This design comes from an exercise in tuning for small area and a short achievable clock period on the open sky130 flow, not from production work. In this exercise RTL edits were held to simulation tests only and were not proved equivalent to the original. No activity file was given, so power comes from the tool's default toggle rates.

## flow/config.mk

```make
export PLATFORM = sky130hd
export DESIGN_NAME = tetris_top
export DESIGN_NICKNAME = tetris_top
export VERILOG_FILES = /design/flow/design.v
export SDC_FILE = /design/flow/constraint.sdc
export NUM_CORES = 4
export LEC_CHECK = 0
export CAP_MARGIN = 20
export CORE_MARGIN = 2
export CORE_UTILIZATION = 25
export SLEW_MARGIN = 20
```

## flow/run.sh

```bash
#!/bin/bash
# synth_recipe.tcl (not shown) runs the flow's synth.tcl, then flattens the netlist and writes it again
# the make line also repeats each setting of config.mk as NAME=value (left out here)
make -C /OpenROAD-flow-scripts/flow DESIGN_CONFIG=/design/flow/config.mk WORK_HOME=/design/flow/orfs CLKGATE_MAP_FILE= SYNTH_SCRIPT=/design/flow/synth_recipe.tcl finish
```

## flow/design.v

```verilog
package tetris_board_pkg;
    localparam int BOARD_COLS = 10;
    localparam int BOARD_ROWS = 22;
    localparam int ROW_IDX_W  = 5;
    localparam logic [ROW_IDX_W-1:0] TOP_ROW = ROW_IDX_W'(BOARD_ROWS - 1);
    localparam int SPAWN_TOP = 21;
    localparam int SPAWN_LOW = 20;
    typedef logic [BOARD_COLS-1:0] row_t;
    typedef logic [BOARD_ROWS*BOARD_COLS-1:0] board_t;
endpackage
package tetris_game_pkg;
    typedef enum logic [1:0] {
        SPAWN = 2'd0,
        FALL  = 2'd1,
        LOCK  = 2'd2,
        CLEAR = 2'd3
    } state_t;
    localparam logic [7:0] KEY_LEFT  = 8'h04;
    localparam logic [7:0] KEY_RIGHT = 8'h07;
    localparam logic [2:0] LFSR_SEED = 3'b001;
    localparam logic [69:0] PIECE_TOP = {
        10'h020, 10'h008, 10'h018, 10'h030, 10'h038, 10'h030, 10'h078
    };
    localparam logic [69:0] PIECE_LOW = {
        10'h038, 10'h038, 10'h030, 10'h018, 10'h010, 10'h030, 10'h000
    };
    localparam int SCORE_W = 16;
    localparam logic [SCORE_W-1:0] SCORE_PER_ROW  = SCORE_W'(10);
    localparam logic [SCORE_W-1:0] ROWS_PER_CLEAR = SCORE_W'(1);
endpackage
`timescale 1ns/1ps
module tetris_top (
    input  logic                                   Clk,
    input  logic                                   reset,
    input  logic                                   step,
    input  logic [7:0]                             keycode,
    input  logic [tetris_board_pkg::ROW_IDX_W-1:0] view_row,
    output tetris_board_pkg::row_t                 view_data,
    output logic [tetris_game_pkg::SCORE_W-1:0]    score,
    output logic [tetris_game_pkg::SCORE_W-1:0]    rows_cleared,
    output logic                                   game_over
);
    localparam int ROWS = tetris_board_pkg::BOARD_ROWS;
    localparam int COLS = tetris_board_pkg::BOARD_COLS;
    tetris_game_pkg::state_t  state;
    tetris_board_pkg::board_t settled;    
    logic [2:0]               lfsr;       
    logic [14:0]              score_hi;   
    logic [4:0]               py;
    tetris_board_pkg::row_t   tp, lp;
    tetris_board_pkg::row_t   w0, w1, w2;
    logic is_spawn, is_fall, is_lock, is_clear;
    assign is_spawn = state == tetris_game_pkg::SPAWN;
    assign is_fall  = state == tetris_game_pkg::FALL;
    assign is_lock  = state == tetris_game_pkg::LOCK;
    assign is_clear = state == tetris_game_pkg::CLEAR;
    logic piece_on;
    assign piece_on = is_fall | is_lock | game_over;
    tetris_board_pkg::row_t spawn_top, spawn_low;
    always_comb begin
        case (lfsr)
            3'd1:    begin spawn_top = 10'h078; spawn_low = 10'h000; end
            3'd2:    begin spawn_top = 10'h030; spawn_low = 10'h030; end
            3'd3:    begin spawn_top = 10'h038; spawn_low = 10'h010; end
            3'd4:    begin spawn_top = 10'h030; spawn_low = 10'h018; end
            3'd5:    begin spawn_top = 10'h018; spawn_low = 10'h030; end
            3'd6:    begin spawn_top = 10'h008; spawn_low = 10'h038; end
            3'd7:    begin spawn_top = 10'h020; spawn_low = 10'h038; end
            default: begin spawn_top = 10'h000; spawn_low = 10'h000; end
        endcase
    end
    logic spawn_blocked;
    assign spawn_blocked = ((spawn_top & settled[21*COLS +: COLS]) != '0) ||
                           ((spawn_low & settled[20*COLS +: COLS]) != '0);
    logic [ROWS-1:0] ysel;
    for (genvar r = 0; r < ROWS; r++) begin : g_ydec
        assign ysel[r] = py == 5'(r);
    end
    tetris_board_pkg::row_t below;
    always_comb begin
        below = (ysel[0] | ysel[1] | ysel[2]) ? '1 : '0;
        for (int r = 3; r < ROWS; r++) begin
            below = below | (ysel[r] ? settled[(r-3)*COLS +: COLS] : '0);
        end
    end
    logic left_ok, right_ok, go_left, go_right, landed;
    tetris_board_pkg::row_t tm, lm;
    assign left_ok  = !tp[0] && !lp[0] &&
                      (((tp >> 1) & w0) == '0) && (((lp >> 1) & w1) == '0);
    assign right_ok = !tp[COLS-1] && !lp[COLS-1] &&
                      (((tp << 1) & w0) == '0) && (((lp << 1) & w1) == '0);
    assign go_left  = is_fall && (keycode == tetris_game_pkg::KEY_LEFT)  && left_ok;
    assign go_right = is_fall && (keycode == tetris_game_pkg::KEY_RIGHT) && right_ok;
    assign tm = go_left ? (tp >> 1) : go_right ? (tp << 1) : tp;
    assign lm = go_left ? (lp >> 1) : go_right ? (lp << 1) : lp;
    assign landed = ((tm & w1) != '0) || ((lm & w2) != '0);
    logic [ROWS-1:0] is_full, shift_down;
    for (genvar r = 0; r < ROWS; r++) begin : g_full
        assign is_full[r] = &settled[r*COLS +: COLS];
        if (r == 0) begin : g_first
            assign shift_down[r] = is_full[r];
        end else begin : g_next
            assign shift_down[r] = shift_down[r-1] | is_full[r];
        end
    end
    logic full_found;
    assign full_found = shift_down[ROWS-1];
    always_ff @(posedge Clk) begin
        if (reset) begin
            state        <= tetris_game_pkg::SPAWN;
            score_hi     <= '0;
            rows_cleared <= '0;
            game_over    <= 1'b0;
        end else if (step && !game_over) begin
            case (state)
                tetris_game_pkg::SPAWN: begin
                    if (spawn_blocked) game_over <= 1'b1;
                    else               state <= tetris_game_pkg::FALL;
                end
                tetris_game_pkg::FALL: begin
                    if (landed) state <= tetris_game_pkg::LOCK;
                end
                tetris_game_pkg::LOCK: begin
                    state <= tetris_game_pkg::CLEAR;
                end
                default: begin
                    if (full_found) begin
                        rows_cleared <= rows_cleared + 16'd1;
                        score_hi     <= score_hi + 15'd5;
                    end else begin
                        state <= tetris_game_pkg::SPAWN;
                    end
                end
            endcase
        end
    end
    assign score = {score_hi, 1'b0};
    always_ff @(posedge Clk) begin
        if (reset) begin
            lfsr <= tetris_game_pkg::LFSR_SEED;
        end else if (step) begin
            lfsr <= {lfsr[1:0], lfsr[2] ^ lfsr[1]};
        end
    end
    always_ff @(posedge Clk) begin
        if (step && is_spawn && !game_over) begin
            py <= 5'd21;
            tp <= spawn_top;
            lp <= spawn_low;
            w0 <= settled[21*COLS +: COLS];
            w1 <= settled[20*COLS +: COLS];
            w2 <= settled[19*COLS +: COLS];
        end else if (step && is_fall) begin
            tp <= tm;
            lp <= lm;
            if (!landed) begin
                py <= py - 5'd1;
                w0 <= w1;
                w1 <= w2;
                w2 <= below;
            end
        end
    end
    tetris_board_pkg::board_t settled_d;
    for (genvar r = 0; r < ROWS; r++) begin : g_next_row
        tetris_board_pkg::row_t piece_r;
        if (r < ROWS - 1) begin : g_below
            assign piece_r = (ysel[r] ? tp : '0) | (ysel[r+1] ? lp : '0);
            assign settled_d[r*COLS +: COLS] =
                is_lock ? (settled[r*COLS +: COLS] | piece_r) :
                (is_clear && shift_down[r]) ? settled[(r+1)*COLS +: COLS] :
                settled[r*COLS +: COLS];
        end else begin : g_top
            assign piece_r = ysel[r] ? tp : '0;
            assign settled_d[r*COLS +: COLS] =
                is_lock ? (settled[r*COLS +: COLS] | piece_r) :
                (is_clear && shift_down[r]) ? '0 :
                settled[r*COLS +: COLS];
        end
    end
    always_ff @(posedge Clk) begin
        if (reset) begin
            settled <= '0;
        end else if (step) begin
            settled <= settled_d;
        end
    end
    tetris_board_pkg::row_t view_settled;
    always_comb begin
        view_settled = '0;
        for (int r = 0; r < ROWS; r++) begin
            view_settled = view_settled | ((view_row == 5'(r)) ? settled[r*COLS +: COLS] : '0);
        end
    end
    logic hit_top, hit_low;
    assign hit_top = piece_on && (view_row == py);
    assign hit_low = piece_on && (view_row == py - 5'd1);
    assign view_data = view_settled | (hit_top ? tp : '0) | (hit_low ? lp : '0);
endmodule
```

## flow/constraint.sdc

```tcl
create_clock -name core_clock -period 8.0 [get_ports {Clk}]
set_input_delay 1.6000 -clock core_clock [delete_from_list [all_inputs] [get_ports {Clk}]]
set_output_delay 1.6000 -clock core_clock [all_outputs]
set_load 0.01 [all_outputs]
```

==> flow_summary.rst, run 1 <==
.. list-table::
   :header-rows: 1

   * - Metric
     - Value
   * - Transition at the pin with the smallest max-transition slack
     - 1.22 ns
   * - Overall Power
     - 5.37 mW
   * - Met2 usage
     - 38.3%
   * - Most frequent cell after synthesis
     - nor2_1
   * - Number of nets with antenna violations after detailed routing
     - 0
   * - Final hold violations
     - 0
   * - Source of the worst register-to-register timing path
     - lp[3]$_DFFE_PP_
   * - Global-route wire length before repair
     - 162 mm
   * - Highest-delay cell along the critical path
     - nor2_1
   * - GR met3 Demand/Resource
     - 6.14%
   * - Count of fill cells added during filler insertion
     - 8646
   * - Detailed router's first-iteration violation count
     - 3815
   * - Clock latency on the worst-skew pair
     - 0.59 ns
   * - Fin Hold WS
     - 0.535 ns
   * - Hold-fix buffers, CTS
     - 0
   * - Via/cell ratio
     - 6.39
   * - TritonCTS clock tree
     - built
   * - Cell chain of the critical path
     - clkdlybuf4s50_1 > or3b_2 > nor2_1 > buf_4 > a22o_1 > a221o_1 > a221oi_1 > nand4_1 > a211oi_1 > o21ai_0 > clkdlybuf4s50_1
   * - Relative slew margins
     - 18.7%
   * - Core outline area
     - 0.0802 mm2
   * - Post-synth EDFFs
     - 50
   * - Count of unique library cells instantiated by Yosys
     - 67
   * - Number of non-filler instances in the completed layout
     - 3668
   * - Leakage
     - 7.37 nW
   * - Starting density of the core
     - 25.1%
   * - Total Routing Usage GR
     - 26.7%
   * - HPWL after DPL
     - 77.2 mm
   * - Largest area contributor in the synthesized netlist
     - dfxtp_1
   * - Crit path kind
     - in -> out
   * - Die outline area
     - 0.0829 mm2
   * - Dominant synthesized flop cell
     - dfxtp_1
   * - Placement row count
     - 104
   * - Vias
     - 23400
   * - Die Wd
     - 288 um
   * - Clock buffer count from CTS
     - 38
   * - Die Y-Extent
     - 288 um
   * - Number of buffers between clock root and the deepest sink
     - 3
   * - Clock period minus final worst setup slack
     - 6.74 ns
   * - Yosys Warn Count
     - 1
   * - Initial antenna violation count
     - 4
   * - Cell count after placement
     - 3599
   * - RSZ-0062 raised after global routing
     - false
   * - Met1 demand-to-capacity share in global routing
     - 35.6%
   * - IR drop worst, VDD
     - 0.151 mV
   * - Vias in the first global route
     - 21100
   * - Crit path DAT
     - 5.14 ns
   * - Most frequent cells after synthesis
     - 379 x nor2_1, 262 x dfxtp_1, 254 x clkbuf_1
   * - Worst Skew
     - 0.0283 ns
   * - Remaining routing DRC violations
     - 0
   * - Number of instances in the synthesized netlist
     - 2635
   * - Ys async rst share
     - 0%
   * - Mean routed wirelength per cell
     - 31.1 um
   * - Postcts setup bufs
     - 0
   * - Number of gates given a new drive strength after cts
     - 0
   * - Top cell by count, worst path
     - clkdlybuf4s50_1
   * - Routability congestion estimate
     - 1.05
   * - Fmax
     - 0.148 GHz
   * - Hold path startpoint
     - rows_cleared[15]$_SDFFE_PP0P_
   * - Result of the run
     - complete, no violations
   * - Fraction of final layout cells sized beyond drive strength 1
     - 8.09%
   * - Number of maximum-capacitance violations
     - 0
   * - Highest cell delay on the worst timing path
     - 0.72 ns
   * - Sequential element share of the synthesized area
     - 33.5%
   * - Most congested layer reported by global routing
     - met2
   * - Tightest Hold Check Type
     - reg -> reg
   * - Cell at the root of the clock tree
     - clkbuf_16
   * - Overflow left after global routing
     - 0
   * - Critical path origin
     - view_row[4]
   * - Largest cells by area after synthesis
     - dfxtp_1 26%, edfxtp_1 7.5%, nor2_1 7.1%
   * - Mapped cell area
     - 0.0202 mm2
   * - Final setup violation count
     - 0
   * - Setup total negative slack
     - 0 ns
   * - Ratio of final minimum period to clock period
     - 84.3%
   * - I/O Pins
     - 59
   * - Deepest level of the CTS H-tree
     - 2
   * - Clk sinks
     - 312
   * - Required arrival time at the worst endpoint
     - 6.40 ns
   * - Post-synth top area share
     - 26.0%
   * - Area added between synthesis and finish
     - 15.4%
   * - Post-synthesis sequential element count
     - 312
   * - Synth Net Count
     - 2664
   * - Synthesized area per cell
     - 7.65 um2
   * - Worst Path Max Fanout
     - 7
   * - Number of max-slew violations in the final report
     - 0
   * - Pwr/cell area
     - 231 mW/mm2
   * - CTS clock-pin slew for the worst setup and hold paths
     - 0.06 ns
   * - Nets@finish
     - 2609
   * - Pin count of the biggest net entering global routing
     - 112
   * - Number of search-and-repair iterations in the first detailed-routing pass
     - 8
   * - Routed wire length
     - 114 mm
   * - CP Capture Type
     - output port
   * - Port Buffer Count
     - 57
   * - Startpoint type of the worst setup path
     - primary input
==> final cells by class <==
type                            instances  area (um2)  area share [%]
Clock buffer                           51        1090            4.69
Timing Repair Buffer                  173        1440            6.21
Antenna cell                            1        2.50          0.0108
Clock inverter                         16         208           0.893
Sequential cell                       312        6750            29.0
Tap cell                             1060        1330            5.70
Inverter                               38         144           0.618
Multi-Input combinational cell       2017       12300            52.9
==> where the power goes <==
group	internal [mW]	leakage (nW)	switching [mW]
combinational	0.362	4.12	1.12
sequential	1.76	2.61	0.285
clock	1.09	0.642	0.756
==> routing by layer <==
layer,part of all wire (%),vias to the layer above
li1,-,10000
met1,39,11200
met2,41,1742
met3,12,425
met4,8.0,4
met5,0.024,-
==> worst paths after layout <==
check                                  endpoint  slack [ns]  cells past startpoint
setup reg to reg                w0[2]$_DFFE_PP_        2.90                     10
setup / recovery                   view_data[7]        1.26                     11
hold reg to reg   rows_cleared[15]$_SDFFE_PP0P_        0.53                      2
hold / removal    rows_cleared[15]$_SDFFE_PP0P_        0.53                      2
==> cell usage in the layout, fill, tap and decap left out, types with 51 or more instances in the layout <==
| cell type | n |
|---|---|
| nand4_1 | 71 |
| a2111oi_0 | 99 |
| nor4_1 | 65 |
| dfxtp_1 | 262 |
| a211o_1 | 51 |
| nor2_1 | 369 |
| a22o_1 | 83 |
| nand2_1 | 232 |
| a221oi_1 | 113 |
| clkdlybuf4s50_1 | 55 |
| nor3_1 | 228 |
| buf_4 | 115 |
| a22oi_1 | 132 |
| a21oi_1 | 131 |
| o21ai_0 | 52 |
==> cells by family after synthesis <==
family                   count (synthesis)  synth area share, %
AO/OA/AOI/OAI                          808                 30.6
XOR/XNOR                                34                 1.48
flip-flops                             312                 33.5
multiplexers                            35                 1.74
adder cells (fa/ha/maj)                 13                0.807
other                                    1               0.0186
AND/OR/NAND/NOR                       1126                 26.1
buffers and inverters                  306                 5.83
==> per-stage QoR <==
stage          instance area (um2)  worst slack, ns  utilization (%)
2_1_floorplan                20200             2.98                -
3_3_place_gp                 21900             1.35             27.4
3_5_place_dp                 21900             1.36             27.4
4_1_cts                      23200             1.34             29.0
5_1_grt                      23300             1.16             29.0
6_report                     23300             1.26             29.0
==> critical path, delay by kind of cell <==
family / cells / cell delay (ns)
buf+inv: 3 / 1.52
simple gates: 3 / 1.46
compound gates: 5 / 0.55
==> state kept, by name (all words and copies together) (netlist names) <==
register / count
lp: 10
w2: 10
tp: 10
settled: 220
score_hi: 15
w0: 10
state: 2
rows_cleared: 16
py: 5
game_over: 1
w1: 10
lfsr: 3
==> run 2: changes to the inputs <==
--- a/flow/design.v
+++ b/flow/design.v
@@ -44,11 +44,12 @@
     localparam int COLS = tetris_board_pkg::BOARD_COLS;
     tetris_game_pkg::state_t  state;
     tetris_board_pkg::board_t settled;    
+    logic [ROWS-1:0]          row_ok;     
     logic [2:0]               lfsr;       
-    logic [14:0]              score_hi;   
+    logic [12:0]              score_hi;   
     logic [4:0]               py;
     tetris_board_pkg::row_t   tp, lp;
-    tetris_board_pkg::row_t   w0, w1, w2;
+    tetris_board_pkg::row_t   w0, w1;
     logic is_spawn, is_fall, is_lock, is_clear;
     assign is_spawn = state == tetris_game_pkg::SPAWN;
     assign is_fall  = state == tetris_game_pkg::FALL;
@@ -69,18 +70,20 @@
             default: begin spawn_top = 10'h000; spawn_low = 10'h000; end
         endcase
     end
+    tetris_board_pkg::row_t row21, row20;
+    assign row21 = row_ok[21] ? settled[21*COLS +: COLS] : '0;
+    assign row20 = row_ok[20] ? settled[20*COLS +: COLS] : '0;
     logic spawn_blocked;
-    assign spawn_blocked = ((spawn_top & settled[21*COLS +: COLS]) != '0) ||
-                           ((spawn_low & settled[20*COLS +: COLS]) != '0);
+    assign spawn_blocked = ((spawn_top & row21) != '0) || ((spawn_low & row20) != '0);
     logic [ROWS-1:0] ysel;
     for (genvar r = 0; r < ROWS; r++) begin : g_ydec
         assign ysel[r] = py == 5'(r);
     end
-    tetris_board_pkg::row_t below;
+    tetris_board_pkg::row_t w2;
     always_comb begin
-        below = (ysel[0] | ysel[1] | ysel[2]) ? '1 : '0;
-        for (int r = 3; r < ROWS; r++) begin
-            below = below | (ysel[r] ? settled[(r-3)*COLS +: COLS] : '0);
+        w2 = (ysel[0] | ysel[1]) ? '1 : '0;
+        for (int r = 2; r < ROWS; r++) begin
+            w2 = w2 | ((ysel[r] && row_ok[r-2]) ? settled[(r-2)*COLS +: COLS] : '0);
         end
     end
     logic left_ok, right_ok, go_left, go_right, landed;
@@ -96,7 +99,7 @@
     assign landed = ((tm & w1) != '0) || ((lm & w2) != '0);
     logic [ROWS-1:0] is_full, shift_down;
     for (genvar r = 0; r < ROWS; r++) begin : g_full
-        assign is_full[r] = &settled[r*COLS +: COLS];
+        assign is_full[r] = row_ok[r] && (&settled[r*COLS +: COLS]);
         if (r == 0) begin : g_first
             assign shift_down[r] = is_full[r];
         end else begin : g_next
@@ -126,7 +129,7 @@
                 default: begin
                     if (full_found) begin
                         rows_cleared <= rows_cleared + 16'd1;
-                        score_hi     <= score_hi + 15'd5;
+                        score_hi     <= score_hi + ((rows_cleared[1:0] == 2'b11) ? 13'd2 : 13'd1);
                     end else begin
                         state <= tetris_game_pkg::SPAWN;
                     end
@@ -134,7 +137,7 @@
             endcase
         end
     end
-    assign score = {score_hi, 1'b0};
+    assign score = {score_hi, rows_cleared[1:0], 1'b0};
     always_ff @(posedge Clk) begin
         if (reset) begin
             lfsr <= tetris_game_pkg::LFSR_SEED;
@@ -147,9 +150,8 @@
             py <= 5'd21;
             tp <= spawn_top;
             lp <= spawn_low;
-            w0 <= settled[21*COLS +: COLS];
-            w1 <= settled[20*COLS +: COLS];
-            w2 <= settled[19*COLS +: COLS];
+            w0 <= row21;
+            w1 <= row20;
         end else if (step && is_fall) begin
             tp <= tm;
             lp <= lm;
@@ -157,39 +159,47 @@
                 py <= py - 5'd1;
                 w0 <= w1;
                 w1 <= w2;
-                w2 <= below;
             end
         end
     end
     tetris_board_pkg::board_t settled_d;
+    logic [ROWS-1:0] row_ok_d;
     for (genvar r = 0; r < ROWS; r++) begin : g_next_row
         tetris_board_pkg::row_t piece_r;
+        logic lock_t, lock_l, clr, sh;
+        assign lock_t = step && is_lock && ysel[r];
+        assign clr    = step && is_clear && shift_down[r];
         if (r < ROWS - 1) begin : g_below
-            assign piece_r = (ysel[r] ? tp : '0) | (ysel[r+1] ? lp : '0);
-            assign settled_d[r*COLS +: COLS] =
-                is_lock ? (settled[r*COLS +: COLS] | piece_r) :
-                (is_clear && shift_down[r]) ? settled[(r+1)*COLS +: COLS] :
-                settled[r*COLS +: COLS];
+            assign lock_l  = step && is_lock && ysel[r+1];
+            assign piece_r = (lock_t ? tp : '0) | (lock_l ? lp : '0);
+            assign sh = clr || (!row_ok[r] && !lock_t && !lock_l);
+            assign settled_d[r*COLS +: COLS] = sh ? settled[(r+1)*COLS +: COLS] :
+                                                    (settled[r*COLS +: COLS] | piece_r);
+            assign row_ok_d[r] = clr ? row_ok[r+1] : (row_ok[r] | lock_t | lock_l);
         end else begin : g_top
-            assign piece_r = ysel[r] ? tp : '0;
-            assign settled_d[r*COLS +: COLS] =
-                is_lock ? (settled[r*COLS +: COLS] | piece_r) :
-                (is_clear && shift_down[r]) ? '0 :
-                settled[r*COLS +: COLS];
-        end
+            assign lock_l  = 1'b0;
+            assign piece_r = lock_t ? tp : '0;
+            assign sh = clr || (!row_ok[r] && !lock_t);
+            assign settled_d[r*COLS +: COLS] = sh ? '0 : (settled[r*COLS +: COLS] | piece_r);
+            assign row_ok_d[r] = clr ? 1'b0 : (row_ok[r] | lock_t);
+        end
+    end
+    always_ff @(posedge Clk) begin
+        settled <= settled_d;
     end
     always_ff @(posedge Clk) begin
         if (reset) begin
-            settled <= '0;
-        end else if (step) begin
-            settled <= settled_d;
+            row_ok <= '0;
+        end else begin
+            row_ok <= row_ok_d;
         end
     end
     tetris_board_pkg::row_t view_settled;
     always_comb begin
         view_settled = '0;
         for (int r = 0; r < ROWS; r++) begin
-            view_settled = view_settled | ((view_row == 5'(r)) ? settled[r*COLS +: COLS] : '0);
+            view_settled = view_settled |
+                (((view_row == 5'(r)) && row_ok[r]) ? settled[r*COLS +: COLS] : '0);
         end
     end
     logic hit_top, hit_low;
--- a/flow/config.mk
+++ b/flow/config.mk
@@ -7,5 +7,7 @@
 export LEC_CHECK = 0
 export CAP_MARGIN = 20
 export CORE_MARGIN = 2
-export CORE_UTILIZATION = 25
+export CORE_UTILIZATION = 45
+export SETUP_SLACK_MARGIN = 3.5
 export SLEW_MARGIN = 20
+export TNS_END_PERCENT = 5
==> run 2 against run 1 <==
Still clean. Fmax is 33% higher. Critical path depth decreased by 1. Via count is 6.4% lower. Clock skew rose by 0.0027 ns. Global-route usage grew 27 points. Design area decreased by 8.9%. Die area fell by 49%. Clock-buffer cell count grew 1. Critical path type unchanged. Critical endpoint is now view_data[4].
==> flow_summary.rst, run 2 <==
.. list-table::
   :header-rows: 1

   * - Metric
     - Value
   * - Die Y-Extent
     - 205 um (-29%)
   * - Required arrival time at the worst endpoint
     - 6.40 ns (about the same)
   * - Ys async rst share
     - 0% (unchanged)
   * - Max FFs per register
     - 220 (unchanged)
   * - Cell at the root of the clock tree
     - clkbuf_16
   * - Setup total negative slack
     - 0 ns (unchanged)
   * - Startpoint type of the worst setup path
     - primary input
   * - I/O Pins
     - 59 (unchanged)
   * - Layout Utilization
     - 53.3% (+24 points)
   * - Most common cell after layout, fill and taps aside
     - dfxtp_1
   * - Crit path kind
     - in -> out
   * - Crit path setup slack, layout
     - 2.92 ns (+1.66 ns)
   * - Largest Register
     - settled
   * - Die Wd
     - 205 um (-29%)
   * - Clock network fraction of total power
     - 42.8% (+8.4 points)
   * - Number of non-filler instances in the completed layout
     - 2774 (-24%)
   * - Detailed router's first-iteration violation count
     - 4123 (+8.1%)
   * - Pwr/cell area
     - 187 mW/mm2 (-19%)
   * - Pin count of the biggest net entering global routing
     - 57 (-49%)
   * - Number of buffers between clock root and the deepest sink
     - 3 (unchanged)
   * - Sw Pwr
     - 1.19 mW (-45%)
   * - Synthesized area per cell
     - 8.08 um2 (+5.7%)
   * - Starting density of the core
     - 45.6% (+20 points)
   * - Largest area contributor in the synthesized netlist
     - dfxtp_1
   * - Cell internal power dissipation
     - 2.77 mW (-14%)
   * - Most frequent cell after synthesis
     - dfxtp_1
   * - Part of the power in combinational logic
     - 12.8% (-15 points)
   * - Worst Skew
     - 0.0310 ns (+0.00275 ns)
   * - Post-synthesis sequential element count
     - 322 (+3.2%)
   * - Sequential element share of the synthesized area
     - 37.8% (+4.3 points)
   * - Total Routing Usage GR
     - 53.2% (+27 points)
   * - Number of max-slew violations in the final report
     - 0 (unchanged)
   * - Cell count after placement
     - 2648 (-26%)
   * - Fmax
     - 0.197 GHz (+33%)
   * - CP Capture Type
     - output port
   * - Via/cell ratio
     - 7.91 (+24%)
   * - Crit path DAT
     - 3.48 ns (-1.66 ns)
   * - RSZ-0062 raised after global routing
     - true
   * - Number of maximum-capacitance violations
     - 0 (unchanged)
   * - Number of search-and-repair iterations in the first detailed-routing pass
     - 10 (+2)
   * - Area added between synthesis and finish
     - 16.9%
   * - Routability congestion estimate
     - 1.09 (+4.0%)
   * - Dominant synthesized flop cell
     - dfxtp_1
   * - Mean routed wirelength per cell
     - 41.4 um (+33%)
   * - Die outline area
     - 0.0419 mm2 (-49%)
   * - CTS clock-pin slew for the worst setup and hold paths
     - 0.06 ns (about the same)
   * - Post-synth EDFFs
     - 40 (-20%)
   * - HPWL after DPL
     - 77.9 mm (+0.94%)
   * - Tightest Hold Check Type
     - reg -> reg
   * - Number of nets with antenna violations after detailed routing
     - 0 (unchanged)
   * - Fraction of final layout cells sized beyond drive strength 1
     - 13.6% (+5.5 points)
   * - Setup slack at placement
     - 1.60 ns (+0.233 ns)
   * - Remaining routing DRC violations
     - 0 (unchanged)
   * - Relative slew margins
     - 23.3% (+4.6 points)
   * - Layout Cell Area excl Fill
     - 0.0212 mm2 (-8.9%)
   * - Most frequent cells after synthesis
     - 282 x dfxtp_1, 272 x nor2_1, 232 x a221oi_1
   * - Global-route wire length before repair
     - 155 mm (-4.3%)
   * - Commonest cells after routing, fill and taps aside
     - 282 x dfxtp_1, 266 x nor2_1, 206 x a221oi_1, 204 x a21oi_1, 153 x nand2_1
   * - Deepest level of the CTS H-tree
     - 2 (unchanged)
   * - Final setup violation count
     - 0 (unchanged)
   * - Vias
     - 21900 (-6.4%)
   * - Initial antenna violation count
     - 11 (+7)
   * - Number of instances in the synthesized netlist
     - 2242 (-15%)
   * - Port Buffer Count
     - 57 (unchanged)
   * - Result of the run
     - complete, no violations
   * - Yosys Warn Count
     - 1 (unchanged)
   * - Fin Hold WS
     - 0.498 ns (-0.0366 ns)
   * - Worst Path Max Fanout
     - 5 (-2)
   * - Dpl cell area
     - 0.0189 mm2 (-14%)
   * - Post-synth top area share
     - 31.1% (+5.1 points)
   * - Clock latency on the worst-skew pair
     - 0.58 ns (about the same)
   * - Synth Net Count
     - 2273 (-15%)
   * - Clock buffer count from CTS
     - 35 (-7.9%)
   * - Overflow left after global routing
     - 0 (unchanged)
   * - Final hold violations
     - 0 (unchanged)
   * - Transition at the pin with the smallest max-transition slack
     - 1.15 ns (-0.0690 ns)
   * - Core outline area
     - 0.0397 mm2 (-50%)
   * - Leakage
     - 7.27 nW (-1.4%)
   * - TritonCTS clock tree
     - built
   * - Switching fraction of total power
     - 30.0% (-10 points)
   * - Count of unique library cells instantiated by Yosys
     - 76 (+13%)
   * - Routed wire length
     - 115 mm (+0.59%)
   * - Hold-fix buffers, CTS
     - 0 (unchanged)
   * - Ratio of final minimum period to clock period
     - 63.6% (-21 points)
   * - Placement row count
     - 73 (-30%)
   * - Largest registers
     - settled: 220 flops, row_ok: 22 flops, rows_cleared: 16 flops
   * - Part of the power in registers
     - 44.4% (+6.3 points)
   * - Largest cells by area after synthesis
     - dfxtp_1 31%, a221oi_1 11%, edfxtp_1 6.6%
   * - Clock period minus final worst setup slack
     - 5.08 ns (-1.66 ns)
   * - Overall Power
     - 3.97 mW (-26%)
   * - Nets@finish
     - 2246 (-14%)
   * - Clk sinks
     - 322 (+3.2%)
   * - Mapped cell area
     - 0.0181 mm2 (-10%)
   * - IR drop worst, VDD
     - 0.182 mV (+21%)
   * - Vias in the first global route
     - 19800 (-6.2%)
==> run 2: cell count changes after synthesis, moves of 45 or more <==
cell       before  now
a2111oi_0      99    2
nor3_1        231   42
nor4_1         65    5
o21ai_0        59  108
a211o_1        51    1
a221oi_1      113  232
clkbuf_1      254  209
nor2_1        379  272
a21oi_1       131  205
nand2_1       233  154
a22o_1         83   34
==> run 2: critical path, cell delays in order <==
cell and delay [ns]:
buf_12 0.11, and2_4 0.19, and3_4 0.20, buf_8 0.15, a22o_1 0.22, a221oi_2 0.18, nand4_1 0.24, a211oi_2 0.27
o21ai_1 0.15, buf_2 0.18
==> run 2: cell type report <==
type                       instances  area (um2)
inverter                          31         116
clock buffer                      52        1050
fill                            3615       18500
timing repair buffer             168        1480
antenna                            8        20.0
tap                              525         657
sequential                       322        6850
clock inverter                    11         123
multi-input combinational       1657       10900
==> run 2: worst paths after layout <==
kind | start | slack (ns) | depth (start not counted) | endpoint
max reg2reg | py[4]$_SDFFE_PP1P_ | 3.29 | 9 | w0[2]$_DFFE_PP_
max | view_row[1] | 2.92 | 10 | view_data[4]
min reg2reg | score_hi[12]$_SDFFE_PP0P_ | 0.50 | 2 | score_hi[12]$_SDFFE_PP0P_
min | score_hi[12]$_SDFFE_PP0P_ | 0.50 | 2 | score_hi[12]$_SDFFE_PP0P_
==> run 2: cell families (layout without fill, tap and decap cells) <==
| logic type | Yosys count | after routing | synth area share, % |
|---|---|---|---|
| AOI/OAI and AO/OA | 805 | 805 | 31.4 |
| and+or+nand+nor | 775 | 778 | 20.7 |
| DFF | 322 | 322 | 37.8 |
| buffers and inverters | 266 | 262 | 5.92 |
| xor gates and xnor gates | 29 | 29 | 1.40 |
| muxes | 29 | 29 | 1.71 |
| adders and majority gates | 15 | 15 | 1.08 |
| other | 1 | 9 | 0.0207 |
==> run 2: repair_timing <==
item                                    in CTS  in global routing
hold endpoints to repair                     0                  0
resized for setup                          166                 40
endpoints found under the setup margin      59                 75
setup buffers                               35                 16
gates cloned                                 2                  2
pin swaps                                   32                 31
==> run 2: metal layers <==
| layer | track usage (%) | vias to the layer above | routed length, um |
|---|---|---|---|
| met5 | 0 | - | 63 |
| met4 | 37.8 | 6 | 10300 |
| met3 | 25.1 | 658 | 18700 |
| met2 | 73.2 | 2273 | 45400 |
| met1 | 64.7 | 10400 | 40300 |
| li1 | - | 8632 | - |
==> run 2: power groups by stage <==
stage          logic, mW  clock network, mW  registers, mW
3_5_place_dp       0.435                  0           1.79
5_1_grt            0.505               1.75           1.76
4_1_cts            0.445               1.68           1.75
6_report           0.509               1.70           1.76
3_3_place_gp       0.426                  0           1.79
2_1_floorplan      0.244                  0           1.74
==> run 3: changes to the inputs <==
--- a/flow/config.mk
+++ b/flow/config.mk
@@ -8,6 +8,9 @@
 export CAP_MARGIN = 20
 export CORE_MARGIN = 2
 export CORE_UTILIZATION = 45
+export CTS_BUF_LIST = sky130_fd_sc_hd__clkbuf_16
+export CTS_CLUSTER_DIAMETER = 100
+export CTS_CLUSTER_SIZE = 20
 export SETUP_SLACK_MARGIN = 3.5
 export SLEW_MARGIN = 20
 export TNS_END_PERCENT = 5
==> run 3 against run 2 <==
Largest cell class unchanged. Critical path type unchanged. Combinational power hardly changed. Clock-buffer cell count is 32 lower. Register-to-register slack worse by 0.02 ns. First-iteration DRC count is 6.8% lower. Hold slack better by 0.0033 ns. Critical endpoint is now view_data[3]. Routed wire length is 1.2% lower.
==> flow_summary.rst, run 3 <==
.. list-table::
   :header-rows: 1

   * - Metric
     - Value
   * - Leakage
     - 6.92 nW (-4.9%)
   * - Fmax
     - 0.198 GHz (+0.57%)
   * - Routability congestion estimate
     - 1.09 (unchanged)
   * - Final hold violations
     - 0 (unchanged)
   * - Post-synth EDFFs
     - 40 (unchanged)
   * - Crit. path cell count
     - 9 (-1)
   * - Routed wire length
     - 113 mm (-1.2%)
   * - Most frequent cells after synthesis
     - 282 x dfxtp_1, 272 x nor2_1, 232 x a221oi_1
   * - Source of the worst register-to-register timing path
     - py[1]$_SDFFE_PP0P_
   * - Port Buffer Count
     - 57 (unchanged)
   * - Highest cell delay on the worst timing path
     - 0.35 ns (+0.08 ns)
   * - Pwr/cell area
     - 162 mW/mm2 (-14%)
   * - Delay-heaviest family, CP
     - compound AO/OA/AOI/OAI gates
   * - Pin count of the biggest net entering global routing
     - 57 (unchanged)
   * - Setup total negative slack
     - 0 ns (unchanged)
   * - Number of nets with antenna violations after detailed routing
     - 0 (unchanged)
   * - Number of instances in the synthesized netlist
     - 2242 (unchanged)
   * - Layout Utilization
     - 51.7% (-1.6 points)
   * - Layout Cell Area excl Fill
     - 0.0205 mm2 (-3.1%)
   * - Critical path origin
     - view_row[1]
   * - Placement row count
     - 73 (unchanged)
   * - Largest area contributor in the synthesized netlist
     - dfxtp_1
   * - Most frequent cell after synthesis
     - dfxtp_1
   * - Crit path kind
     - in -> out
   * - Yosys Warn Count
     - 1 (unchanged)
   * - Number of buffers between clock root and the deepest sink
     - 3 (unchanged)
   * - RSZ-0062 raised after global routing
     - true
   * - Overflow left after global routing
     - 0 (unchanged)
   * - Die Wd
     - 205 um (unchanged)
   * - Post-synth top area share
     - 31.1% (unchanged)
   * - IR drop worst, VDD
     - 0.206 mV (+13%)
   * - Via/cell ratio
     - 7.86 (-0.62%)
   * - Dpl cell area
     - 0.0189 mm2 (unchanged)
   * - Nets@finish
     - 2225 (-0.93%)
   * - Post-synthesis sequential element count
     - 322 (unchanged)
   * - Vias
     - 21400 (-2.2%)
   * - Cell chain of the critical path
     - buf_12 > and2_4 > buf_4 > and3_2 > a22oi_1 > nand3_1 > a211oi_2 > o21ai_2 > buf_2
   * - Number of search-and-repair iterations in the first detailed-routing pass
     - 9 (-1)
   * - Mean routed wirelength per cell
     - 41.6 um (+0.43%)
   * - Synth Net Count
     - 2273 (unchanged)
   * - Tightest Hold Check Type
     - reg -> reg
   * - Die outline area
     - 0.0419 mm2 (unchanged)
   * - Mapped cell area
     - 0.0181 mm2 (unchanged)
   * - RR Endpoint
     - w1[3]$_DFFE_PP_
   * - Transition at the pin with the smallest max-transition slack
     - 1.09 ns (-0.0546 ns)
   * - Total Routing Usage GR
     - 52.6% (-0.66 points)
   * - Crit path DAT
     - 3.46 ns (-0.02 ns)
   * - Reg-to-reg setup timing slack
     - 3.27 ns (-0.02 ns)
   * - Sequential element share of the synthesized area
     - 37.8% (unchanged)
   * - Global-route wire length before repair
     - 153 mm (-0.86%)
   * - Core outline area
     - 0.0397 mm2 (unchanged)
   * - Fraction of final layout cells sized beyond drive strength 1
     - 12.3% (-1.3 points)
   * - Required arrival time at the worst endpoint
     - 6.40 ns (about the same)
   * - Ratio of final minimum period to clock period
     - 63.2% (-0.36 points)
   * - Commonest cells after routing, fill and taps aside
     - 281 x dfxtp_1, 266 x nor2_1, 210 x a221oi_1, 203 x a21oi_1, 153 x nand2_1
   * - Buf/Inv on CP
     - 3 (unchanged)
   * - Ys async rst share
     - 0% (unchanged)
   * - CP Capture Type
     - output port
   * - Clock latency on the worst-skew pair
     - 0.59 ns (about the same)
   * - Worst setup path endpoint
     - view_data[3]
   * - Startpoint type of the worst setup path
     - primary input
   * - HPWL after DPL
     - 77.9 mm (unchanged)
   * - Number of maximum-capacitance violations
     - 0 (unchanged)
   * - Result of the run
     - complete, no violations
   * - Relative slew margins
     - 26.9% (+3.7 points)
   * - Overall Power
     - 3.32 mW (-16%)
   * - Worst Skew
     - 0.0639 ns (+0.0329 ns)
   * - Cell at the root of the clock tree
     - clkbuf_16
   * - Largest cells by area after synthesis
     - dfxtp_1 31%, a221oi_1 11%, edfxtp_1 6.6%
   * - Max FFs per register
     - 220 (unchanged)
   * - Detailed router's first-iteration violation count
     - 3841 (-6.8%)
   * - Number of max-slew violations in the final report
     - 0 (unchanged)
   * - Count of unique library cells instantiated by Yosys
     - 76 (unchanged)
   * - Most common cell after layout, fill and taps aside
     - dfxtp_1
   * - Area added between synthesis and finish
     - 13.3%
   * - Final setup violation count
     - 0 (unchanged)
   * - Synthesized area per cell
     - 8.08 um2 (unchanged)
   * - Die Y-Extent
     - 205 um (unchanged)
   * - CTS clock-pin slew for the worst setup and hold paths
     - 0.08 ns (+0.02 ns)
   * - TritonCTS clock tree
     - built
   * - Remaining routing DRC violations
     - 0 (unchanged)
   * - Largest Register
     - settled
   * - Dominant synthesized flop cell
     - dfxtp_1
   * - Worst Path Max Fanout
     - 5 (unchanged)
   * - Deepest level of the CTS H-tree
     - 1 (-1)
   * - Vias in the first global route
     - 19500 (-1.5%)
   * - Initial antenna violation count
     - 8 (-3)
   * - Clk sinks
     - 322 (unchanged)
   * - I/O Pins
     - 59 (unchanged)
   * - Starting density of the core
     - 45.6% (unchanged)
   * - Clock buffer count from CTS
     - 20 (-43%)
   * - Hold-fix buffers, CTS
     - 0 (unchanged)
   * - Worst reg-to-reg path cell count
     - 10 (+1)
   * - Clock period minus final worst setup slack
     - 5.06 ns (-0.0286 ns)
   * - Highest-delay cell along the critical path
     - a22oi_1
   * - Largest registers
     - settled: 220 flops, row_ok: 22 flops, rows_cleared: 16 flops
-- run 3: final cells by class --
class	count	area, um2
clock buffers	20	500
flip-flops and latches	322	6850
well taps	525	657
diodes	3	7.51
fillers	3712	19200
inverters	31	116
repair buffers	162	1440
clock inverters	9	62.6
multi-input cells	1657	10900
-- run 3: worst min path at each step --
stage | cells after the start | start | slack, ns | end
after floorplan | 2 | row_ok[2]$_SDFF_PP0_ | 0.47 | row_ok[1]$_SDFF_PP0_
after global placement | 2 | score_hi[12]$_SDFFE_PP0P_ | 0.47 | score_hi[12]$_SDFFE_PP0P_
after detailed placement | 2 | score_hi[12]$_SDFFE_PP0P_ | 0.49 | score_hi[12]$_SDFFE_PP0P_
after CTS | 2 | score_hi[12]$_SDFFE_PP0P_ | 0.50 | score_hi[12]$_SDFFE_PP0P_
after global routing | 2 | score_hi[12]$_SDFFE_PP0P_ | 0.54 | score_hi[12]$_SDFFE_PP0P_
final | 2 | score_hi[12]$_SDFFE_PP0P_ | 0.50 | score_hi[12]$_SDFFE_PP0P_
-- run 3: logic make-up (layout without fill, tap and decap cells) --
logic type / after synthesis / after routing / share of synthesized area, %
adder cells (fa/ha/maj): 15 / 15 / 1.08
AO/OA/AOI/OAI: 805 / 805 / 31.4
XOR/XNOR: 29 / 29 / 1.40
buffers and inverters: 266 / 222 / 5.92
flip-flops: 322 / 322 / 37.8
AND/OR/NAND/NOR: 775 / 778 / 20.7
multiplexers: 29 / 29 / 1.71
other: 1 / 4 / 0.0207
-- run 3: through the flow --
stage / setup WS (ns) / hold WS (ns) / cells
3_5_place_dp: 1.60 / 0.487 / 2648
3_3_place_gp: 1.58 / 0.465 / 2647
4_1_cts: 3.00 / 0.501 / 2713
6_report: 2.94 / 0.501 / 2729
2_1_floorplan: 3.36 / 0.466 / 2242
5_1_grt: 2.93 / 0.541 / 2726
-- run 3: repair_timing --
action | in CTS | in global routing
resized for setup | 176 | 34
cloned | 2 | 3
buffers inserted | 34 | 10
pin swaps | 32 | 17
setup endpoints to repair | 59 | 74
-- run 3: report_power, final --
part           total [mW]  switching [mW]  internal (mW)  leakage, nW
combinational       0.510           0.402          0.108         3.96
sequential           1.76          0.0725           1.69         2.67
clock                1.05           0.590          0.459        0.292
total                3.32            1.06           2.25         6.92
-- run 3: metal layers --
layer  GRT usage [%]  up-vias  part of all wire, %
li1                -     8554                    -
met1            64.3    10100                   36
met2            73.1     2172                   39
met3            23.6      647                   16
met4            36.3       10                  9.3
met5               0        -                0.055
-- run 3: worst min-delay path, stage by stage, from the launching register on --
cell     delay, ns
dfxtp_1       0.33
o21ai_0       0.07
a21oi_1       0.06
==> run 4: changes to the inputs <==
==> flow/flow/run.sh (new file) <==
#!/bin/bash
# The standard layout, with one change: the buffers that the flow puts on
# every input and output port are sky130_fd_sc_hd__buf_1 instead of the delay
# buffer buffer_ports picks by default. Timing repair still resizes any of them
# that a critical path needs.
# The make output goes to flow_make.log here; ORFS keeps each step's log under orfs/logs.
set -euo pipefail
export BUFFER_PORTS_ARGS="-buffer_cell sky130_fd_sc_hd__buf_1"
bash standard.sh > flow_make.log 2>&1
==> flow/standard.sh (new file) <==
#!/bin/bash
# synth_recipe.tcl (not shown) runs the flow's synth.tcl, then flattens the netlist and writes it again
# the make line also repeats each setting of config.mk as NAME=value (left out here)
make -C /OpenROAD-flow-scripts/flow DESIGN_CONFIG=/design/flow/config.mk WORK_HOME=/design/flow/orfs CLKGATE_MAP_FILE= SYNTH_SCRIPT=/design/flow/synth_recipe.tcl "${@:-finish}"
removed: flow/run.sh
==> run 4 against run 3 <==
Still clean. Die area unchanged. Combinational power down 3%. Critical path depth up 1. Sequential power about the same. Sequential cell count unchanged. Cell count down 1.2%. Design area down 4.6%. Clock-buffer cell count unchanged. Routed wire length down 1.2%. Sequential share of layout area up 1.6 points. Synthesized area unchanged. Core utilization down 2.4 points. Largest cell class unchanged. Highest routed layer unchanged.
==> flow_summary.rst, run 4 <==
.. list-table::
   :header-rows: 1

   * - Metric
     - Value
   * - Result of the run
     - complete, no violations
   * - Post-synthesis share of cell area spent on and, or, nand and nor gates
     - 20.7% (unchanged)
   * - Fin Hold WS
     - 0.514 ns (+0.0129 ns)
   * - Switching fraction of total power
     - 31.8% (-0.29 points)
   * - Vias in the first global route
     - 19500 (+0.010%)
   * - Synthesized area per cell
     - 8.08 um2 (unchanged)
   * - Cell count after placement
     - 2649 (+0.038%)
   * - Largest area contributor in the synthesized netlist
     - dfxtp_1
   * - Count of unique library cells instantiated by Yosys
     - 76 (unchanged)
   * - Via/cell ratio
     - 7.93 (+0.96%)
   * - Commonest cells after routing, fill and taps aside
     - 282 x dfxtp_1, 269 x nor2_1, 225 x a221oi_1, 205 x a21oi_1, 153 x nand2_1
   * - Port Buffer Count
     - 57 (unchanged)
   * - Sw Pwr
     - 1.04 mW (-1.9%)
   * - Tightest Hold Check Type
     - reg -> reg
   * - Synth Net Count
     - 2273 (unchanged)
   * - Pwr/cell area
     - 168 mW/mm2 (+3.8%)
   * - Fmax
     - 0.195 GHz (-1.6%)
   * - Part of the power in combinational logic
     - 15.1% (-0.3 points)
   * - Relative slew margins
     - 14.5% (-12 points)
   * - Cell internal power dissipation
     - 2.24 mW (-0.57%)
   * - Starting density of the core
     - 45.6% (unchanged)
   * - Clock buffer count from CTS
     - 20 (unchanged)
   * - HPWL after DPL
     - 77.5 mm (-0.44%)
   * - Die Wd
     - 205 um (unchanged)
   * - Crit path DAT
     - 3.54 ns (+0.08 ns)
   * - Number of maximum-capacitance violations
     - 0 (unchanged)
   * - Clk sinks
     - 322 (unchanged)
   * - Fraction of final layout cells sized beyond drive strength 1
     - 8.38% (-3.9 points)
   * - Most frequent cells after synthesis
     - 282 x dfxtp_1, 272 x nor2_1, 232 x a221oi_1
   * - Post-synth top area share
     - 31.1% (unchanged)
   * - Detailed router's first-iteration violation count
     - 3980 (+3.6%)
   * - Setup total negative slack
     - 0 ns (unchanged)
   * - Global-route wire length before repair
     - 151 mm (-1.1%)
   * - Number of instances in the synthesized netlist
     - 2242 (unchanged)
   * - Layout Utilization
     - 49.3% (-2.4 points)
   * - Number of non-filler instances in the completed layout
     - 2696 (-1.2%)
   * - Largest Register
     - settled
   * - I/O Pins
     - 59 (unchanged)
   * - Number of buffers between clock root and the deepest sink
     - 3 (unchanged)
   * - Sequential element share of the synthesized area
     - 37.8% (unchanged)
   * - CTS clock-pin slew for the worst setup and hold paths
     - 0.08 ns (about the same)
   * - Die outline area
     - 0.0419 mm2 (unchanged)
   * - Ratio of final minimum period to clock period
     - 64.2% (+1.0 points)
   * - IR drop worst, VDD
     - 0.189 mV (-8.3%)
   * - Post-synthesis xor/xnor area fraction
     - 1.40% (unchanged)
   * - Deepest level of the CTS H-tree
     - 1 (unchanged)
   * - Required arrival time at the worst endpoint
     - 6.40 ns (about the same)
   * - Mapped cell area
     - 0.0181 mm2 (unchanged)
   * - Routability congestion estimate
     - 1.08 (-1.1%)
   * - Part of the power in registers
     - 53.0% (about the same)
   * - Largest registers
     - settled: 220 flops, row_ok: 22 flops, rows_cleared: 16 flops
   * - Crit path kind
     - in -> out
   * - Final setup violation count
     - 0 (unchanged)
   * - Routed wire length
     - 112 mm (-1.2%)
   * - Remaining routing DRC violations
     - 0 (unchanged)
   * - RSZ-0062 raised after global routing
     - true
   * - Most common cell after layout, fill and taps aside
     - dfxtp_1
   * - Leakage
     - 6.46 nW (-6.5%)
   * - Core outline area
     - 0.0397 mm2 (unchanged)
   * - Placement row count
     - 73 (unchanged)
   * - Pin count of the biggest net entering global routing
     - 57 (unchanged)
   * - Number of nets with antenna violations after detailed routing
     - 0 (unchanged)
   * - Mean routed wirelength per cell
     - 41.6 um (about the same)
   * - Number of max-slew violations in the final report
     - 0 (unchanged)
   * - Vias
     - 21400 (-0.26%)
   * - Area added between synthesis and finish
     - 8.04%
   * - Main combinational cell family by area after synthesis
     - compound AO/OA/AOI/OAI gates
   * - Initial antenna violation count
     - 8 (unchanged)
   * - Worst Path Max Fanout
     - 10 (+5)
   * - Number of search-and-repair iterations in the first detailed-routing pass
     - 11 (+2)
   * - Synth Area in Compound Gates
     - 31.4% (unchanged)
   * - Yosys Warn Count
     - 1 (unchanged)
   * - Post-synth EDFFs
     - 40 (unchanged)
   * - Final hold violations
     - 0 (unchanged)
   * - Dominant synthesized flop cell
     - dfxtp_1
   * - Most frequent cell after synthesis
     - dfxtp_1
   * - TritonCTS clock tree
     - built
   * - Post-synthesis sequential element count
     - 322 (unchanged)
   * - Die Y-Extent
     - 205 um (unchanged)
   * - Clock latency on the worst-skew pair
     - 0.58 ns (about the same)
   * - CP Capture Type
     - output port
   * - Transition at the pin with the smallest max-transition slack
     - 1.27 ns (+0.181 ns)
   * - Clock period minus final worst setup slack
     - 5.14 ns (+0.0803 ns)
   * - Cell at the root of the clock tree
     - clkbuf_16
   * - Largest cells by area after synthesis
     - dfxtp_1 31%, a221oi_1 11%, edfxtp_1 6.6%
   * - Total Routing Usage GR
     - 51.9% (-0.68 points)
   * - Worst Skew
     - 0.0235 ns (-0.0404 ns)
   * - Setup slack at placement
     - 2.23 ns (+0.637 ns)
   * - Overflow left after global routing
     - 0 (unchanged)
   * - Crit path setup slack, layout
     - 2.86 ns (-0.0803 ns)
   * - Ys async rst share
     - 0% (unchanged)
   * - Clock network fraction of total power
     - 31.9% (+0.3 points)
   * - Nets@finish
     - 2187 (-1.7%)
   * - Adder and majority cell fraction of the synthesized area
     - 1.08% (unchanged)
   * - Count of fill cells added during filler insertion
     - 3735 (+0.62%)
   * - Startpoint type of the worst setup path
     - primary input
   * - Max FFs per register
     - 220 (unchanged)
   * - Share of cell area taken by muxes after synthesis
     - 1.71% (unchanged)
==> run 4: cell types whose count changed in the layout (fill, tap and decap cells not counted), sizes merged <==
cell	previous run	this run
clkinvlp	1	0
inv	37	36
clkdlybuf4s15	3	0
nand2	157	155
clkdlybuf4s50	41	0
buf	117	125
diode	3	11
clkinv	2	1
==> run 4: cells by family (layout without fill, tap and decap cells) <==
group,count (synthesis),after routing
and+or+nand+nor,775,776
buffers and inverters,266,183
xor gates and xnor gates,29,29
adders and majority gates,15,15
DFF,322,322
AOI/OAI and AO/OA,805,805
muxes,29,29
other,1,12
==> run 4: critical path, cell delays in order <==
cell	delay (ns)
buf_12	0.11
buf_4	0.13
nor3b_2	0.32
and3_4	0.44
a22o_1	0.19
a221oi_2	0.05
nand4_1	0.18
a211oi_2	0.07
o21ai_1	0.24
buf_1	0.21
==> run 4: stage by stage <==
step | area [um2] | total power [mW]
6_report | 19600 | 3.28
5_1_grt | 19600 | 3.32
4_1_cts | 19500 | 3.22
3_5_place_dp | 18600 | 2.22
3_3_place_gp | 18600 | 2.21
2_1_floorplan | 18200 | 1.99
==> run 4: repair_timing <==
action	CTS	global route
setup buffers	9	0
resized for setup	92	2
cloned	1	0
pin swaps	11	2
hold buffers	0	0
setup endpoints to repair	33	39
==> run 4: worst paths after layout <==
path / startpoint / end / slack [ns] / cells past startpoint
worst max-delay path: view_row[4] / view_data[5] / 2.86 / 10
worst min-delay path: score_hi[10]$_SDFFE_PP0P_ / score_hi[10]$_SDFFE_PP0P_ / 0.51 / 2
worst max register to register: py[4]$_SDFFE_PP1P_ / w0[2]$_DFFE_PP_ / 2.96 / 10
worst min register to register: score_hi[10]$_SDFFE_PP0P_ / score_hi[10]$_SDFFE_PP0P_ / 0.51 / 2
==> run 4: power groups by stage <==
stage / sequential [mW] / combinational (mW) / clock [mW]
floorplan: 1.74 / 0.244 / 0
global placement: 1.77 / 0.434 / 0
detailed placement: 1.77 / 0.442 / 0
CTS: 1.73 / 0.451 / 1.03
global route: 1.74 / 0.487 / 1.09
finish: 1.74 / 0.494 / 1.05
==> run 4: area by class of cell <==
class | count | area (um2) | share of cell area [%]
multi-input combinational | 1655 | 10600 | 54.1
sequential | 322 | 6850 | 35.0
timing repair buffer | 126 | 781 | 3.99
tap | 525 | 657 | 3.35
clock buffer | 20 | 500 | 2.56
inverter | 31 | 116 | 0.594
clock inverter | 6 | 51.3 | 0.262
antenna | 11 | 27.5 | 0.141
==> run 4: metal layers <==
layer / vias to the layer above / share of wire [%] / track usage (%)
li1: 8461 / - / -
met1: 10300 / 36 / 64.1
met2: 2078 / 40 / 74.7
met3: 590 / 15 / 20.5
met4: 6 / 8.3 / 33.0
met5: - / 0.097 / 1.43
==> run 5: changes to the inputs <==
--- a/flow/design.v
+++ b/flow/design.v
@@ -48,6 +48,7 @@
     logic [2:0]               lfsr;       
     logic [12:0]              score_hi;   
     logic [4:0]               py;
+    logic [4:0]               py_low;     
     tetris_board_pkg::row_t   tp, lp;
     tetris_board_pkg::row_t   w0, w1;
     logic is_spawn, is_fall, is_lock, is_clear;
@@ -148,6 +149,7 @@
     always_ff @(posedge Clk) begin
         if (step && is_spawn && !game_over) begin
             py <= 5'd21;
+            py_low <= 5'd20;
             tp <= spawn_top;
             lp <= spawn_low;
             w0 <= row21;
@@ -157,6 +159,7 @@
             lp <= lm;
             if (!landed) begin
                 py <= py - 5'd1;
+                py_low <= py_low - 5'd1;
                 w0 <= w1;
                 w1 <= w2;
             end
@@ -204,6 +207,6 @@
     end
     logic hit_top, hit_low;
     assign hit_top = piece_on && (view_row == py);
-    assign hit_low = piece_on && (view_row == py - 5'd1);
+    assign hit_low = piece_on && (view_row == py_low);
     assign view_data = view_settled | (hit_top ? tp : '0) | (hit_low ? lp : '0);
 endmodule
==> run 5 against run 4 <==
Highest routed layer unchanged. Combinational power rose by 11%. Design area rose by 2.1%. Critical path type unchanged. Clock-buffer cell count rose by 1.
==> flow_summary.rst, run 5 <==
.. list-table::
   :header-rows: 1

   * - Metric
     - Value
   * - Most frequent cells after synthesis
     - 287 x dfxtp_1, 248 x nor2_1, 247 x a221oi_1
   * - Post-synthesis sequential element count
     - 327 (+1.6%)
   * - Number of max-slew violations in the final report
     - 0 (unchanged)
   * - Ys async rst share
     - 0% (unchanged)
   * - Nets@finish
     - 2216 (+1.3%)
   * - Post-synth EDFFs
     - 40 (unchanged)
   * - Sw Pwr
     - 1.10 mW (+5.7%)
   * - Global-route wire length before repair
     - 144 mm (-5.0%)
   * - Count of unique library cells instantiated by Yosys
     - 66 (-13%)
   * - Cell chain of the critical path
     - buf_12 > and3b_1 > and3_2 > a22oi_1 > nand3_1 > a221oi_2 > nand4_1 > buf_2
   * - Clock latency on the worst-skew pair
     - 0.56 ns (-0.02 ns)
   * - Number of instances in the synthesized netlist
     - 2257 (+0.67%)
   * - Worst Skew
     - 0.0246 ns (+0.00110 ns)
   * - Die Y-Extent
     - 205 um (+0.39%)
   * - Overflow left after global routing
     - 0 (unchanged)
   * - Final hold violations
     - 0 (unchanged)
   * - Detailed router's first-iteration violation count
     - 3815 (-4.1%)
   * - Via/cell ratio
     - 7.71 (-2.8%)
   * - Hold-fix buffers, CTS
     - 0 (unchanged)
   * - Largest registers
     - settled: 220 flops, row_ok: 22 flops, rows_cleared: 16 flops
   * - Port Buffer Count
     - 57 (unchanged)
   * - Mean routed wirelength per cell
     - 38.2 um (-8.2%)
   * - Clk sinks
     - 327 (+1.6%)
   * - Clock network fraction of total power
     - 31.4% (-0.5 points)
   * - Fin Hold WS
     - 0.509 ns (-0.00544 ns)
   * - Number of search-and-repair iterations in the first detailed-routing pass
     - 7 (-4)
   * - IR drop worst, VDD
     - 0.207 mV (+9.1%)
   * - Transition at the pin with the smallest max-transition slack
     - 1.13 ns (-0.141 ns)
   * - Dominant synthesized flop cell
     - dfxtp_1
   * - Routability congestion estimate
     - 1.13 (+4.4%)
   * - Die outline area
     - 0.0422 mm2 (+0.78%)
   * - Dpl cell area
     - 0.0188 mm2 (+1.3%)
   * - Area added between synthesis and finish
     - 9.42%
   * - Core outline area
     - 0.0399 mm2 (+0.46%)
   * - Sequential element share of the synthesized area
     - 38.0% (+0.25 points)
   * - Commonest cells after routing, fill and taps aside
     - 284 x dfxtp_1, 245 x nor2_1, 235 x a221oi_1, 186 x a21oi_1, 163 x nand2_1
   * - Final setup violation count
     - 0 (unchanged)
   * - Number of maximum-capacitance violations
     - 0 (unchanged)
   * - Startpoint type of the worst setup path
     - primary input
   * - Placement row count
     - 73 (unchanged)
   * - RSZ-0062 raised after global routing
     - true
   * - Relative slew margins
     - 24.5% (+10 points)
   * - Post-synth top area share
     - 31.4% (+0.30 points)
   * - Highest cell delay on the worst timing path
     - 0.34 ns (-0.10 ns)
   * - Pwr/cell area
     - 171 mW/mm2 (+2.0%)
   * - Part of the power in combinational logic
     - 16.1% (+1.0 points)
   * - Ratio of final minimum period to clock period
     - 62.1% (-2.1 points)
   * - Most common cell after layout, fill and taps aside
     - dfxtp_1
   * - Crit. path cell count
     - 8 (-2)
   * - Result of the run
     - complete, no violations
   * - Buf/Inv on CP
     - 2 (-1)
   * - Number of buffers between clock root and the deepest sink
     - 3 (unchanged)
   * - Pin count of the biggest net entering global routing
     - 60 (+5.3%)
   * - Crit path DAT
     - 3.37 ns (-0.17 ns)
   * - HPWL after DPL
     - 71.8 mm (-7.4%)
   * - Clock buffer count from CTS
     - 20 (unchanged)
   * - Highest-delay cell along the critical path
     - and3_2
   * - Delay-heaviest family, CP
     - simple AND/OR/NAND/NOR gates
   * - Fmax
     - 0.201 GHz (+3.4%)
   * - Total Routing Usage GR
     - 47.9% (-3.9 points)
   * - Cell internal power dissipation
     - 2.31 mW (+3.4%)
   * - Switching fraction of total power
     - 32.3% (+0.49 points)
   * - Setup total negative slack
     - 0 ns (unchanged)
   * - Sequential Area
     - 0.00695 mm2 (+1.5%)
   * - Mapped cell area
     - 0.0183 mm2 (+0.80%)
   * - Worst hold path stage count
     - 2 (unchanged)
   * - Worst reg-to-reg path cell count
     - 11 (+1)
   * - Yosys Warn Count
     - 1 (unchanged)
   * - Initial antenna violation count
     - 3 (-5)
   * - Most frequent cell after synthesis
     - dfxtp_1
   * - Tightest Hold Check Type
     - reg -> reg
   * - Leakage
     - 6.53 nW (+1.1%)
   * - Required arrival time at the worst endpoint
     - 6.40 ns (about the same)
   * - Max FFs per register
     - 220 (unchanged)
   * - Layout Cell Area excl Fill
     - 0.0200 mm2 (+2.1%)
   * - Area taken by multi-input logic gates
     - 0.0108 mm2 (+1.8%)
   * - Starting density of the core
     - 45.8% (+0.15 points)
   * - Count of fill cells added during filler insertion
     - 3837 (+2.7%)
   * - Vias
     - 21000 (-2.0%)
   * - Worst Path Max Fanout
     - 10 (unchanged)
   * - Largest Register
     - settled
   * - Synthesized area per cell
     - 8.09 um2 (+0.13%)
   * - Deepest level of the CTS H-tree
     - 1 (unchanged)
   * - Vias in the first global route
     - 18800 (-3.8%)
   * - Overall Power
     - 3.42 mW (+4.1%)
   * - Part of the power in registers
     - 52.6% (-0.4 points)
   * - Crit path kind
     - in -> out
   * - TritonCTS clock tree
     - built
   * - Number of nets with antenna violations after detailed routing
     - 0 (unchanged)
   * - I/O Pins
     - 59 (unchanged)
   * - CP Capture Type
     - output port
   * - Clock period minus final worst setup slack
     - 4.97 ns (-0.171 ns)
   * - CTS clock-pin slew for the worst setup and hold paths
     - 0.08 ns (about the same)
   * - Fraction of final layout cells sized beyond drive strength 1
     - 9.13% (+0.75 points)
   * - Cell at the root of the clock tree
     - clkbuf_16
   * - Die Wd
     - 205 um (+0.39%)
   * - Synth Net Count
     - 2290 (+0.75%)
   * - Routed wire length
     - 104 mm (-7.4%)
   * - Largest cells by area after synthesis
     - dfxtp_1 31%, a221oi_1 12%, edfxtp_1 6.6%
   * - Remaining routing DRC violations
     - 0 (unchanged)
   * - Largest area contributor in the synthesized netlist
     - dfxtp_1
-- run 5: per-stage QoR --
| step | std cells | utilization [%] | setup WS, ns |
|---|---|---|---|
| 2_1_floorplan | 2257 | - | 3.35 |
| 3_3_place_gp | 2663 | 47.1 | 2.58 |
| 3_5_place_dp | 2663 | 47.1 | 2.44 |
| 4_1_cts | 2704 | 49.4 | 3.14 |
| 5_1_grt | 2715 | 50.1 | 3.06 |
| 6_report | 2718 | 50.1 | 3.03 |
-- run 5: worst paths after layout --
kind / startpoint / to / slack (ns)
hold reg to reg: score_hi[5]$_SDFFE_PP0P_ / score_hi[5]$_SDFFE_PP0P_ / 0.51
setup / recovery: view_row[0] / view_data[1] / 3.03
setup reg to reg: py[0]$_SDFFE_PP1P_ / w1[8]$_DFFE_PP_ / 3.15
hold / removal: score_hi[5]$_SDFFE_PP0P_ / score_hi[5]$_SDFFE_PP0P_ / 0.51
-- run 5: layout make-up --
class | instances | area share (%)
timing repair buffer | 137 | 4.65
inverter | 25 | 0.469
clock inverter | 8 | 0.188
sequential | 327 | 34.8
multi-input combinational | 1672 | 54.0
tap | 525 | 3.29
clock buffer | 21 | 2.63
antenna | 3 | 0.0376
-- run 5: repair_timing --
item | CTS | global route
pin swaps | 6 | 7
endpoints found under the setup margin | 42 | 61
cloned | 0 | 2
resized for setup | 77 | 23
buffers inserted | 12 | 9
-- run 5: cells by family after synthesis --
group           after synthesis  synth area share, %
mux                          25                 1.39
simple gates                792                 21.3
flops                       327                 38.0
other cells                   1               0.0205
buf+inv                     259                 5.50
xor+xnor                     34                 1.63
compound gates              802                 30.9
fa+ha+maj                    17                 1.21
-- run 5: power groups by stage --
| stage | Clock (mW) | Combinational (mW) | Sequential (mW) |
|---|---|---|---|
| after floorplan | 0 | 0.287 | 1.78 |
| after global placement | 0 | 0.480 | 1.84 |
| after detailed placement | 0 | 0.485 | 1.84 |
| after CTS | 1.07 | 0.502 | 1.79 |
| after global routing | 1.13 | 0.553 | 1.80 |
| final | 1.07 | 0.549 | 1.80 |
-- run 5: worst min-delay path: cells and delay by family (launching register included) --
kind	cells	cell delay [ns]
AOI/OAI and AO/OA	2	0.13
DFF	1	0.33
-- run 5: per-layer routing --
layer	share of wire, %	track usage, %	wire [um]	up-vias
li1	-	-	-	8558
met1	38	63.5	39600	10100
met5	0.024	0	25	-
met2	40	66.8	41100	1839
met3	14	14.4	14400	480
met4	8.3	31.9	8640	4

## afterwards: timing with drivers on the ports
No port has a modelled driver above. Below, the same layouts with a new extraction and two added sets of constraints.
Step 1 assumes that a clkbuf_16 drives the clock port and a buf_2 every other input.
Step 2 moves the port delays by t, midway between the first and last clock arrival at a register: inputs arrive t later, outputs are due t later. That takes back most of the time a late clock gives input paths.
Three values: no drivers, after step 1, after step 2; two values: the first two.
| run | t, ns | slack for setup (ns) | worst register clock-pin slew, ns |
|---|---|---|---|
| run 1 | 0.634 | 1.256 / 1.203 / 1.203 | 0.07 / 0.07 |
| run 2 | 0.621 | 2.915 / 2.870 / 2.618 | 0.06 / 0.06 |
| run 3 | 0.619 | 2.944 / 2.897 / 2.637 | 0.09 / 0.09 |
| run 4 | 0.621 | 2.864 / 2.804 / 2.598 | 0.09 / 0.09 |
| run 5 | 0.600 | 3.034 / 2.978 / 2.650 | 0.09 / 0.09 |
After both steps setup and hold are still met in every run listed. The setup slack of run 5, which loses most, moves by -0.056 ns with the drivers and by -0.384 ns with both steps.
